What follows belongs to an exercise in optimizing a design on an open flow for a short achievable clock period; a production flow would make more cautious choices.
The RTL was checked by simulation tests, not by an equivalence proof against the original design.
Power figures rest on the tool's default switching activity, not on a simulated workload.

==> module icache_assoc, before the edit <==
module icache_assoc #(
  parameter int SETS        = 8,
  parameter int WAYS        = 2,
  parameter int BLOCK_WORDS = 2
) (
  input  logic        CLK,
  input  logic        RST,
  input  logic        imemREN,
  input  logic [31:0] imemaddr,
  input  logic        dmemREN,
  input  logic        dmemWEN,
  input  logic        iflush,
  output logic        ihit,
  output logic [31:0] imemload,
  output logic        iREN,
  output logic [31:0] iaddr,
  input  logic        iwait,
  input  logic [31:0] iload,
  output logic [31:0] hit_count,
  output logic [31:0] miss_count
);
  localparam int BO = $clog2(BLOCK_WORDS);
  localparam int IW = $clog2(SETS);
  localparam int TW = 30 - BO - IW;
  localparam int WW = (WAYS > 1) ? $clog2(WAYS) : 1;
  localparam int CW = (BO > 0) ? BO : 1;
  localparam logic [31:0]   OFF_MASK  = 32'(BLOCK_WORDS * 4 - 1);
  localparam logic [CW-1:0] LAST_WORD = CW'(BLOCK_WORDS - 1);
  typedef enum logic {S_LOOKUP = 1'b0, S_FILL = 1'b1} state_t;
  state_t state_q, state_d;
  logic [31:0]     data_mem [SETS][WAYS][BLOCK_WORDS];
  logic [TW-1:0]   tag_mem  [SETS][WAYS];
  logic [SETS-1:0][WAYS-1:0] valid_q, valid_d;
  logic [SETS-1:0][WW-1:0]   ptr_q, ptr_d;
  logic [31:0]   fill_addr_q, fill_addr_d;
  logic [WW-1:0] victim_q, victim_d;
  logic [CW-1:0] word_cnt_q, word_cnt_d;
  logic [31:0]   hit_count_q, hit_count_d;
  logic [31:0]   miss_count_q, miss_count_d;
  logic [IW-1:0] req_idx;
  logic [TW-1:0] req_tag;
  logic [CW-1:0] req_off;
  logic [IW-1:0] fill_idx;
  logic [TW-1:0] fill_tag;
  logic          unused_addr_bits;
  assign req_idx          = imemaddr[BO+2 +: IW];
  assign req_tag          = imemaddr[31 -: TW];
  assign fill_idx         = fill_addr_q[BO+2 +: IW];
  assign fill_tag         = fill_addr_q[31 -: TW];
  assign unused_addr_bits = ^imemaddr[1:0];
  generate
    if (BO > 0) begin : g_off
      assign req_off = imemaddr[2 +: CW];
    end else begin : g_no_off
      assign req_off = '0;
    end
  endgenerate
  logic dmem_busy, lookup_ok, lookup_hit, miss_start, word_take, fill_last, fill_done;
  logic [SETS-1:0] set_sel;
  logic [SETS-1:0][WAYS-1:0] sw_match;
  logic [WAYS-1:0] way_match;
  always_comb begin
    for (int s = 0; s < SETS; s++) begin
      set_sel[s] = (req_idx == IW'(s));
      for (int w = 0; w < WAYS; w++)
        sw_match[s][w] = valid_q[s][w] && (tag_mem[s][w] == req_tag);
    end
    for (int w = 0; w < WAYS; w++) begin
      way_match[w] = 1'b0;
      for (int s = 0; s < SETS; s++)
        way_match[w] = way_match[w] | (set_sel[s] & sw_match[s][w]);
    end
  end
  logic [SETS-1:0][WAYS-1:0][31:0] sw_word;
  always_comb begin
    for (int s = 0; s < SETS; s++)
      for (int w = 0; w < WAYS; w++)
        sw_word[s][w] = data_mem[s][w][req_off] & {32{lookup_ok}};
  end
  logic [WW-1:0] victim_sel;
  always_comb begin
    victim_sel = ptr_q[req_idx];
    for (int w = WAYS - 1; w >= 0; w--)
      if (!valid_q[req_idx][w]) victim_sel = WW'(w);
  end
  assign dmem_busy  = dmemREN | dmemWEN;
  assign lookup_ok  = (state_q == S_LOOKUP) && imemREN && !dmem_busy;
  assign lookup_hit = lookup_ok && (|way_match);
  assign miss_start = lookup_ok && !(|way_match) && !iflush;
  assign word_take  = (state_q == S_FILL) && !iwait;
  assign fill_last  = word_take && (word_cnt_q == LAST_WORD);
  assign fill_done  = fill_last && !iflush;
  logic [SETS-1:0][WAYS-1:0] sw_hit;
  always_comb begin
    for (int s = 0; s < SETS; s++)
      for (int w = 0; w < WAYS; w++)
        sw_hit[s][w] = set_sel[s] & sw_match[s][w];
  end
  always_ff @(posedge CLK or posedge RST) begin
    if (RST) state_q <= S_LOOKUP;
    else     state_q <= state_d;
  end
  always_comb begin
    state_d = state_q;
    case (state_q)
      S_LOOKUP: if (miss_start) state_d = S_FILL;
      S_FILL:   if (iflush || fill_last) state_d = S_LOOKUP;
    endcase
  end
  always_comb begin
    ihit     = lookup_hit;
    imemload = '0;
    for (int s = 0; s < SETS; s++)
      for (int w = 0; w < WAYS; w++)
        imemload = imemload | ({32{sw_hit[s][w]}} & sw_word[s][w]);
    iREN     = (state_q == S_FILL);
    iaddr    = (state_q == S_FILL) ? (fill_addr_q | (32'(word_cnt_q) << 2)) : 32'd0;
  end
  always_comb begin
    valid_d      = valid_q;
    ptr_d        = ptr_q;
    fill_addr_d  = fill_addr_q;
    victim_d     = victim_q;
    word_cnt_d   = word_cnt_q;
    hit_count_d  = hit_count_q;
    miss_count_d = miss_count_q;
    if (miss_start) begin
      fill_addr_d = imemaddr & ~OFF_MASK;
      victim_d    = victim_sel;
      word_cnt_d  = '0;
      valid_d[req_idx][victim_sel] = 1'b0;
    end
    if (word_take) word_cnt_d = word_cnt_q + 1'b1;
    if (fill_done) begin
      valid_d[fill_idx][victim_q] = 1'b1;
      ptr_d[fill_idx] = (WAYS > 1) ? ptr_q[fill_idx] + 1'b1 : '0;
    end
    if (iflush) begin
      for (int s = 0; s < SETS; s++) begin
        valid_d[s] = '0;
        ptr_d[s]   = '0;
      end
    end
    if (lookup_hit && (hit_count_q != 32'hFFFF_FFFF)) hit_count_d = hit_count_q + 32'd1;
    if (miss_start && (miss_count_q != 32'hFFFF_FFFF)) miss_count_d = miss_count_q + 32'd1;
  end
  always_ff @(posedge CLK or posedge RST) begin
    if (RST) begin
      for (int s = 0; s < SETS; s++) begin
        valid_q[s] <= '0;
        ptr_q[s]   <= '0;
      end
      fill_addr_q  <= '0;
      victim_q     <= '0;
      word_cnt_q   <= '0;
      hit_count_q  <= '0;
      miss_count_q <= '0;
    end else begin
      valid_q      <= valid_d;
      ptr_q        <= ptr_d;
      fill_addr_q  <= fill_addr_d;
      victim_q     <= victim_d;
      word_cnt_q   <= word_cnt_d;
      hit_count_q  <= hit_count_d;
      miss_count_q <= miss_count_d;
    end
  end
  always_ff @(posedge CLK) begin
    if (word_take) data_mem[fill_idx][victim_q][word_cnt_q] <= iload;
    if (fill_done) tag_mem[fill_idx][victim_q] <= fill_tag;
  end
  assign hit_count  = hit_count_q;
  assign miss_count = miss_count_q;
endmodule
make LEC_CHECK=0 CAP_MARGIN=20 CORE_MARGIN=2 CORE_UTILIZATION=40 SETUP_SLACK_MARGIN=3.0 SLEW_MARGIN=20 TNS_END_PERCENT=5 finish   # period 7.0 ns
run.sh (not shown) runs the stock make flow with config.mk's settings and CLKGATE_MAP_FILE= SYNTH_SCRIPT=/design/flow/synth_recipe.tcl, a recipe that flattens the netlist after the stock synthesis.
==> next run, changes <==
--- a/flow/design.v
+++ b/flow/design.v
@@ -124,12 +124,12 @@
     word_cnt_d   = word_cnt_q;
     hit_count_d  = hit_count_q;
     miss_count_d = miss_count_q;
-    if (miss_start) begin
+    if (state_q == S_LOOKUP) begin
       fill_addr_d = imemaddr & ~OFF_MASK;
       victim_d    = victim_sel;
       word_cnt_d  = '0;
-      valid_d[req_idx][victim_sel] = 1'b0;
     end
+    if (state_q == S_FILL) valid_d[fill_idx][victim_q] = 1'b0;
     if (word_take) word_cnt_d = word_cnt_q + 1'b1;
     if (fill_done) begin
       valid_d[fill_idx][victim_q] = 1'b1;
Result: Worst hold slack hardly moves. Cell count goes down by 4.0%. Design area goes down by 0.41%. Synthesized area goes down by 0.92%. Worst setup slack gets better by 0.15 ns. Sequential power stays flat. Utilization goes up by 0.37 points. First-iteration DRC count goes up by 7.4%. Die area goes down by 0.91%.

## re-timing with driven ports
Ports are ideal in the flow. The routed layouts listed here were re-timed in OpenROAD. Step 1 sets driving cells, clkbuf_16 on the clock port and buf_2 on the other inputs (assumed; they add their load-dependent delay and slew). Step 2 moves the port delays by t, midway between the first and last clock arrival at a register: inputs arrive t later, outputs are due t later. That takes back most of the time a late clock gives input paths. Slacks: ideal / step 1 / step 2; pairs: ideal / step 1.
run | t (ns) | setup slack, ns | worst hold slack (ns) | worst setup path after step 2 | worst register clock-pin slew, ns
the first run | 0.886 | 1.619 / 1.569 / 0.875 | 0.490 / 0.490 / 0.490 | input to register | 0.07 / 0.07
the second run | 0.875 | 1.771 / 1.696 / 1.696 | 0.491 / 0.491 / 0.491 | input to output | 0.07 / 0.07
After both steps setup and hold are still met in every run listed. For the first run, which loses most, drivers alone change the setup slack by -0.050 ns; drivers and shift together by -0.744 ns.
